Background: an optimization exercise with open tools, aiming at small area, a short achievable clock period and few clock cycles per item. Do not read the settings as production practice. Only simulation tests tie the RTL to the original design; equivalence was not proved.

alpha:
Design mult_div_ctrl, start of the top module:
module mult_div_ctrl #(
  parameter int DATA_WIDTH = 32,
  parameter int CNT_WIDTH  = 6
) (
  input  logic                      clk,
  input  logic                      rst,
  input  logic                      flush,
  input  logic                      stall_hold,
  input  logic [5:0]                funct,
  input  logic [DATA_WIDTH-1:0]     operand_1,
  input  logic [DATA_WIDTH-1:0]     operand_2,
  output logic                      mult_div_done,
  output logic [2*DATA_WIDTH-1:0]   mult_div_result
);
==> flow/config.mk <==
export PLATFORM = sky130hd
export DESIGN_NAME = mult_div_ctrl
export DESIGN_NICKNAME = mult_div_ctrl
export VERILOG_FILES = /design/flow/design.v
export SDC_FILE = /design/flow/constraint.sdc
export NUM_CORES = 4
export LEC_CHECK = 0
export ABC_CLOCK_PERIOD_IN_PS = 3500
export CAP_MARGIN = 20
export CORE_MARGIN = 2
export CORE_UTILIZATION = 40
export SLEW_MARGIN = 20
==> flow/constraint.sdc <==
create_clock -name core_clock -period 14.0 [get_ports {clk}]
set_input_delay 2.8000 -clock core_clock [delete_from_list [all_inputs] [get_ports {clk}]]
set_output_delay 2.8000 -clock core_clock [all_outputs]
set_load 0.01 [all_outputs]
standard.sh (not shown) runs the stock make flow with config.mk's settings and CLKGATE_MAP_FILE= SYNTH_SCRIPT=/design/flow/synth_recipe.tcl, a recipe that flattens the netlist after the stock synthesis.
==> flow/flow/run.sh <==
#!/bin/bash
# Standard ORFS layout (the standard.sh, all steps), with setup repair aiming for
# 9 ns of slack at the design's 14 ns clock. The make output is kept in standard_make.log;
# each tool's own log is under orfs/logs/.
set -euo pipefail
bash standard.sh SETUP_SLACK_MARGIN=9 finish > standard_make.log 2>&1
In summary, alpha completed successfully, with a layout that passed the timing, design-rule and antenna checks.
Testbench counts of alpha, summed over its fixed seeds: cycles 20,471, items 2,048.
The inputs of beta differ from those of alpha as listed below.
==> flow/flow/run.sh <==
#!/bin/bash
# Standard ORFS layout (the standard.sh, all steps), with setup repair aiming for
# 9.5 ns of slack at the design's 14 ns clock. The make output is kept in standard_make.log;
# each tool's own log is under orfs/logs/.
set -euo pipefail
bash standard.sh SETUP_SLACK_MARGIN=9.5 finish > standard_make.log 2>&1
diff --git a/flow/config.mk b/flow/config.mk
--- a/flow/config.mk
+++ b/flow/config.mk
@@ -9,4 +9,4 @@
 export CAP_MARGIN = 20
 export CORE_MARGIN = 2
-export CORE_UTILIZATION = 40
+export CORE_UTILIZATION = 60
 export SLEW_MARGIN = 20
--- outcome ---
[compare] base=alpha new=beta: total number of nets in the final design flat; multi-input logic area went up by 0.86%.
From alpha to beta the numbers moved as follows: sequential share of layout area essentially unchanged.
Wire: beta routes less than alpha
Going from alpha to beta, post-detailed-placement cell area now smaller; buffering overhead now larger; global routing usage on met3 now larger.
beta ended with every stage complete and zero timing, DRC or antenna violations.
For gamma, these inputs were changed with respect to beta:
==> flow/flow/run.sh <==
#!/bin/bash
# Standard ORFS layout (the standard.sh, all steps), with setup repair aiming for
# 10 ns of slack at the design's 14 ns clock. The make output is kept in standard_make.log;
# each tool's own log is under orfs/logs/.
set -euo pipefail
bash standard.sh SETUP_SLACK_MARGIN=10 finish > standard_make.log 2>&1
diff --git a/flow/config.mk b/flow/config.mk
--- a/flow/config.mk
+++ b/flow/config.mk
@@ -9,4 +9,4 @@
 export CAP_MARGIN = 20
 export CORE_MARGIN = 2
-export CORE_UTILIZATION = 60
+export CORE_UTILIZATION = 40
 export SLEW_MARGIN = 20
--- outcome ---
- gamma went all the way through the flow, and no timing, DRC or antenna check failed.
- Looking at endpoint of the most critical setup path, the r_neg1 result is from beta; the r_neg0 one comes from gamma.
- [compare] base=beta new=gamma: worst setup slack saw an increase, total negative slack saw little to no change.
> inputs changed (gamma -> delta)
==> flow/flow/run.sh <==
#!/bin/bash
# Standard ORFS layout (the standard.sh, all steps), with setup repair aiming for
# 10.5 ns of slack at the design's 14 ns clock. The make output is kept in standard_make.log;
# each tool's own log is under orfs/logs/.
set -euo pipefail
bash standard.sh SETUP_SLACK_MARGIN=10.5 finish > standard_make.log 2>&1
### Flow results
- gamma → delta: proportion of layout cells with a drive suffix above 1 picked up an extra 13 points; core utilization rose 4.8 points; final area now sits higher.
- NOTE: via count of the first global-routing pass in delta exceeds that of gamma
- Of delta and gamma, gamma shows the higher time the worst path needs with I/O delays and setup, with delta below it.
- Going from gamma to delta, sum of met3 wire segment lengths after detailed routing increased by about 30% relative to the old numbers; setup slack increased by 62 ps relative to the old numbers.
- Multi-input gate area in the final layout | delta above gamma
- delta ends up with a initial antenna violation count that is 1 lower than in gamma.
- Post-cts gate resize count (delta vs. gamma) increases by more than 100%
> inputs changed (delta -> epsilon)
==> flow/flow/run.sh <==
#!/bin/bash
# Standard ORFS layout (the standard.sh, all steps), with setup repair aiming for
# 9.5 ns of slack at the design's 14 ns clock. The make output is kept in standard_make.log;
# each tool's own log is under orfs/logs/.
set -euo pipefail
bash standard.sh SETUP_SLACK_MARGIN=9.5 finish > standard_make.log 2>&1
diff --git a/flow/config.mk b/flow/config.mk
--- a/flow/config.mk
+++ b/flow/config.mk
@@ -6,4 +6,5 @@
 export NUM_CORES = 4
 export LEC_CHECK = 0
+export ABC_AREA = 1
 export ABC_CLOCK_PERIOD_IN_PS = 3500
 export CAP_MARGIN = 20
Findings:
The lower minimum clock period after layout of epsilon and delta is in delta. Delta (epsilon minus delta): sequential share of layout area increased 2.4 points; met2 global-route usage decreased 5.6 points. Of epsilon and delta, the lower worst path setup slack after routing belongs to epsilon. Taking delta as the reference, in epsilon cell area went down, non-clock buffer count went down, number of placement rows went down.

The RTL this note starts from:
==> flow/design.v <==
`timescale 1ns/1ps
module mult_div_ctrl #(
  parameter int DATA_WIDTH = 32,
  parameter int CNT_WIDTH  = 6
) (
  input  logic                      clk,
  input  logic                      rst,
  input  logic                      flush,
  input  logic                      stall_hold,
  input  logic [5:0]                funct,
  input  logic [DATA_WIDTH-1:0]     operand_1,
  input  logic [DATA_WIDTH-1:0]     operand_2,
  output logic                      mult_div_done,
  output logic [2*DATA_WIDTH-1:0]   mult_div_result
);
  logic s_idle, s_mul, s_corr, s_dpre, s_dpre2, s_div, s_fix, s_done;
  logic n_done_fast;
  logic n_idle, n_mul, n_corr, n_dpre, n_dpre2, n_div, n_fix, n_done;
  logic [33:0] r_a;       
  logic [31:0] r_b;       
  logic [33:0] r_m;       
  logic [5:0]  r_cnt;
  logic [5:0]  r_bn;      
  logic [5:0]  r_bd;      
  logic        r_sn;      
  logic        r_negq;    
  logic        r_corr;    
  logic        r_take;    
  logic r_one0, r_two0, r_neg0, r_one1, r_two1, r_neg1, r_c0, r_cin;
  logic w_is_op, w_is_div, w_signed, w_start, w_negq_in, w_ext1, w_ext2;
  assign w_is_op   = (funct[5:2] == 4'b0110);
  assign w_is_div  = funct[1];
  assign w_signed  = ~funct[0];
  assign w_ext1    = w_signed & operand_1[31];
  assign w_ext2    = w_signed & operand_2[31];
  assign w_negq_in = w_ext1 ^ w_ext2;
  function automatic logic [2:0] booth(input logic [2:0] g);
    booth[2] = g[1] ^ g[0];
    booth[1] = (g == 3'b011) | (g == 3'b100);
    booth[0] = g[2] & ~(g[1] & g[0]);
  endfunction
  function automatic logic [5:0] bitlen(input logic [31:0] x);
    bitlen = 6'd0;
    for (int i = 0; i < 32; i++) if (x[i]) bitlen = i + 1;
  endfunction
  logic [37:0] w_m, w_a, w_x0, w_x1, w_pp0, w_pp1, w_cs_s, w_cs_c, w_sum;
  logic [38:0] w_add;
  logic        w_allp, w_take;
  assign w_m  = {{4{r_m[33]}}, r_m};
  assign w_a  = {{4{r_a[33]}}, r_a};
  assign w_x0 = ({38{r_one0}} & w_m) | ({38{r_two0}} & {w_m[36:0], 1'b0});
  assign w_x1 = ({38{r_one1}} & w_m) | ({38{r_two1}} & {w_m[36:0], 1'b0});
  assign w_pp0 = w_x0 ^ {38{r_neg0}};
  assign w_pp1 = {w_x1[35:0] ^ {36{r_neg1}}, r_neg1, r_neg1};
  assign w_cs_s = w_a ^ w_pp0 ^ w_pp1;
  assign w_cs_c = {(w_a[36:0] & w_pp0[36:0]) | (w_a[36:0] & w_pp1[36:0]) | (w_pp0[36:0] & w_pp1[36:0]), r_c0};
  assign w_add  = {w_cs_s, 1'b1} + {w_cs_c, r_cin};
  assign w_sum  = w_add[38:1];
  assign w_allp = &(w_cs_s[36:0] ^ w_cs_c[36:0]);
  assign w_take = r_sn ? (w_sum[37] ^ w_allp) : ~w_sum[37];
  logic [5:0]  w_k;
  logic [33:0] w_m_align;
  logic        w_dzero;
  assign w_k       = r_bn - r_bd + {5'd0, r_sn};
  assign w_m_align = r_m << w_k;
  assign w_dzero   = (r_m == 34'd0);
  logic w_cnt0;
  assign w_cnt0 = (r_cnt == 6'd0);
  always_comb begin
    n_idle = 1'b0; n_mul = 1'b0; n_corr = 1'b0; n_dpre = 1'b0; n_dpre2 = 1'b0;
    n_div = 1'b0; n_fix = 1'b0; n_done = 1'b0;
    if (flush) begin
      n_idle = 1'b1;
    end else begin
      if (s_idle) begin
        if (w_is_op) begin
          n_dpre = w_is_div;
          n_mul  = ~w_is_div;
        end else begin
          n_idle = 1'b1;
        end
      end
      if (s_mul) begin
        n_mul  = ~w_cnt0;
        n_corr = w_cnt0 & r_corr;
        n_done = w_cnt0 & ~r_corr;
      end
      if (s_corr) n_done = 1'b1;
      if (s_dpre) begin
        n_dpre2 = ~w_dzero & r_negq;
        n_div   = ~w_dzero & ~r_negq & w_take;
        n_done  = w_dzero | (~r_negq & ~w_take);
      end
      if (s_dpre2) begin
        n_div  = r_take;
        n_done = ~r_take;
      end
      if (s_div) begin
        n_div  = ~w_cnt0;
        n_fix  = w_cnt0 & ~w_take;
        n_done = w_cnt0 & w_take;
      end
      if (s_fix) n_done = 1'b1;
      if (s_done) begin
        n_done = stall_hold;
        n_idle = ~stall_hold;
      end
    end
  end
  always_ff @(posedge clk or posedge rst) begin
    if (rst) begin
      s_idle  <= 1'b1;
      s_mul   <= 1'b0;
      s_corr  <= 1'b0;
      s_dpre  <= 1'b0;
      s_dpre2 <= 1'b0;
      s_div   <= 1'b0;
      s_fix   <= 1'b0;
      s_done  <= 1'b0;
    end else begin
      s_idle  <= n_idle;
      s_mul   <= n_mul;
      s_corr  <= n_corr;
      s_dpre  <= n_dpre;
      s_dpre2 <= n_dpre2;
      s_div   <= n_div;
      s_fix   <= n_fix;
      s_done  <= n_done_fast;
    end
  end
  function automatic logic [7:0] divctl(input logic inv);
    divctl = {1'b1, 1'b0, inv, 1'b0, 1'b0, ~inv, 1'b0, 1'b1};
  endfunction
  logic [2:0] w_bt0_in, w_bt1_in, w_bt0, w_bt1;
  assign w_bt0_in = booth({operand_1[1:0], 1'b0});
  assign w_bt1_in = booth(operand_1[3:1]);
  assign w_bt0    = booth(r_b[5:3]);
  assign w_bt1    = booth(r_b[7:5]);
  logic [7:0] w_ctl_other, w_ctl_div;
  always_comb begin
    w_ctl_other = {r_one0, r_two0, r_neg0, r_one1, r_two1, r_neg1, r_c0, r_cin};
    if (s_idle) begin
      if (w_is_div) w_ctl_other = divctl(~w_negq_in);
      else          w_ctl_other = {w_bt0_in, w_bt1_in, w_bt0_in[0], w_bt1_in[0]};
    end
    if (s_mul) begin
      if (w_cnt0) w_ctl_other = 8'b1000_0000;   
      else        w_ctl_other = {w_bt0, w_bt1, w_bt0[0], w_bt1[0]};
    end
    if (s_dpre && r_negq) w_ctl_other = divctl(r_negq);
    if (s_dpre2) w_ctl_other = divctl(~r_negq);
  end
  assign w_ctl_div = (s_dpre && r_negq) ? 8'b0000_0000 : divctl(~r_negq);
  always_ff @(posedge clk) begin
    if (s_div)
      {r_one0, r_two0, r_neg0, r_one1, r_two1, r_neg1, r_c0, r_cin} <= w_take ? w_ctl_div : divctl(r_negq);
    else if (s_dpre && r_negq && w_take)
      {r_one0, r_two0, r_neg0, r_one1, r_two1, r_neg1, r_c0, r_cin} <= 8'b0000_0000;
    else
      {r_one0, r_two0, r_neg0, r_one1, r_two1, r_neg1, r_c0, r_cin} <= w_ctl_other;
  end
  always_ff @(posedge clk) begin
    if (s_idle) begin
      r_a    <= w_is_div ? {{2{w_ext1}}, operand_1} : 34'd0;
      r_m    <= {{2{w_ext2}}, operand_2};
      r_b    <= operand_1;
      r_cnt  <= 6'd7;
      r_bn   <= bitlen({w_ext1, operand_1[31:1]} ^ operand_1);
      r_bd   <= bitlen({w_ext2, operand_2[31:1]} ^ operand_2);
      r_sn   <= w_ext1;
      r_negq <= w_negq_in;
      r_corr <= ~w_signed & operand_1[31];
    end
    if (s_mul) begin
      r_a   <= w_sum[37:4];
      r_b   <= {w_sum[3:0], r_b[31:4]};
      r_cnt <= r_cnt - 6'd1;
    end
    if (s_corr || s_dpre2 || s_div || s_fix) begin
      r_a <= w_sum[33:0];
    end
    if (s_dpre) begin
      if (r_negq) r_a <= w_sum[33:0];
      else        r_m <= w_m_align;
      r_b    <= w_dzero ? 32'hFFFF_FFFF : 32'd0;
      r_cnt  <= w_k;
      r_take <= w_take;
    end
    if (s_dpre2) begin
      r_m <= w_m_align;
      r_b <= {32{r_take}};
    end
    if (s_div) begin
      r_b <= {r_b[30:0], w_take ^ r_negq};
      if (!w_cnt0) r_m <= {r_m[33], r_m[33:1]};
      r_cnt <= r_cnt - 6'd1;
    end
  end
  logic w_done_base, w_done_take, w_done_keep;
  assign w_done_base = ~flush & ((s_mul & w_cnt0 & ~r_corr) | s_corr | s_fix | (s_dpre2 & ~r_take) |
                                 (s_dpre & w_dzero) | (s_done & stall_hold));
  assign w_done_take = ~flush & s_div & w_cnt0;
  assign w_done_keep = ~flush & s_dpre & ~r_negq;
  assign n_done_fast = w_done_base | (w_take ? w_done_take : w_done_keep);
  assign mult_div_done = s_done;
  assign mult_div_result = {r_a[31:0], r_b};
endmodule
export LEC_CHECK = 0
export ABC_CLOCK_PERIOD_IN_PS = 3500
export CAP_MARGIN = 20
export CORE_MARGIN = 2
export CORE_UTILIZATION = 70
export SLEW_MARGIN = 20
create_clock -name core_clock -period 14.0 [get_ports {clk}]
==> flow/flow/run.sh <==
#!/bin/bash
# Standard ORFS layout (the standard.sh, all steps), with setup repair aiming for
# 9.5 ns of slack at the design's 14 ns clock. The make output is kept in standard_make.log;
# each tool's own log is under orfs/logs/.
set -euo pipefail
bash standard.sh SETUP_SLACK_MARGIN=9.5 finish > standard_make.log 2>&1
Testbench counts at the start, summed over its fixed seeds: cycles 20,471, items 2,048.
Change:
--- a/flow/config.mk
+++ b/flow/config.mk
@@ -9,4 +9,4 @@
 export CAP_MARGIN = 20
 export CORE_MARGIN = 2
-export CORE_UTILIZATION = 70
+export CORE_UTILIZATION = 40
 export SLEW_MARGIN = 20
After rerunning: Final cell count is higher by 9.1%. Worst setup slack gets better by 130 ps. Sequential share of layout area hardly moves. Area after synthesis stays the same. Utilization fell by 35 points. Fmax went up by 2.8%. Final area came out higher by 0.69%. Clock-buffer cell count climbs by 4. Non-clock buffer count went up by 1. Synthesized cell count does not change.
Change:
==> flow/run.sh (new file) <==
#!/bin/bash
# synth_recipe.tcl (not shown) runs the flow's synth.tcl, then flattens the netlist and writes it again
# the make line also repeats each setting of config.mk as NAME=value (left out here)
make -C /OpenROAD-flow-scripts/flow DESIGN_CONFIG=/design/flow/config.mk WORK_HOME=/design/flow/orfs CLKGATE_MAP_FILE= SYNTH_SCRIPT=/design/flow/synth_recipe.tcl finish
removed: flow/flow/run.sh
removed: flow/standard.sh
Final area came out lower by 2.8%.
Wire length decreases by 0.80%.
Worst setup slack gets worse by 580 ps.
Register-to-register slack is worse by 640 ps.
Sequential cell count stays the same.
Worst hold slack gets worse by 52 ps.
Change:
==> flow/flow/run.sh (new file) <==
#!/bin/bash
# Standard ORFS layout (the standard.sh, all steps), with setup repair aiming for
# 10 ns of slack at the design's 14 ns clock. The make output is kept in standard_make.log;
# each tool's own log is under orfs/logs/.
set -euo pipefail
bash standard.sh SETUP_SLACK_MARGIN=10 finish > standard_make.log 2>&1
==> flow/standard.sh (new file) <==
#!/bin/bash
# synth_recipe.tcl (not shown) runs the flow's synth.tcl, then flattens the netlist and writes it again
# the make line also repeats each setting of config.mk as NAME=value (left out here)
make -C /OpenROAD-flow-scripts/flow DESIGN_CONFIG=/design/flow/config.mk WORK_HOME=/design/flow/orfs CLKGATE_MAP_FILE= SYNTH_SCRIPT=/design/flow/synth_recipe.tcl "${@:-finish}"
--- a/flow/config.mk
+++ b/flow/config.mk
@@ -9,4 +9,4 @@
 export CAP_MARGIN = 20
 export CORE_MARGIN = 2
-export CORE_UTILIZATION = 40
+export CORE_UTILIZATION = 60
 export SLEW_MARGIN = 20
removed: flow/run.sh
Non-clock buffer count goes up by 54.
Wire length goes up by 0.87%.
First-iteration DRC count goes up by 63%.
Critical path depth goes up by 1.
Die area goes down by 33%.
Setup slack improved by 710 ps.
Via count goes up by 4.8%.
Cell count goes down by 3.9%.

[afterwards: timing with drivers on the ports]
How much do the figures lean on ideal ports? The routed layouts below were timed once more, with nothing changed but the port constraints. Step 1: set_driving_cell puts a clkbuf_16 on clk and a buf_2 on each other input, an assumption about the parent block. Step 2 adds t to the input delays and takes it off the output delays; t is the mean of the earliest and latest rising clock arrival at the registers after step 1. Input paths then give back, and output paths get back, about the clock's delay inside the block. a / b / c = no drivers / after step 1 / after step 2; a / b = the first two.
run | t (ns) | slack for setup (ns) | worst setup path at the end | cell pins on the clock port's net
alpha | 0.504 | 9.152 / 9.152 / 8.763 | input to register | 1
beta | 0.488 | 9.541 / 9.541 / 9.086 | input to register | 1
gamma | 0.511 | 9.621 / 9.621 / 9.170 | input to register | 1
delta | 0.504 | 9.683 / 9.683 / 9.211 | input to register | 1
epsilon | 0.489 | 9.298 / 9.292 / 8.803 | input to register | 1
the first run of note 2 | 0.494 | 9.331 / 9.331 / 9.012 | input to register | 1
the second run of note 2 | 0.503 | 9.458 / 9.487 / 8.984 | input to register | 1
the third run of note 2 | 0.503 | 8.875 / 8.875 / 8.409 | input to register | 1
the fourth run of note 2 | 0.486 | 9.581 / 9.581 / 9.216 | input to register | 1
After both steps setup and hold are still met in every run listed. For epsilon, which loses most, drivers alone change the setup slack by -0.006 ns; drivers and shift together by -0.495 ns.
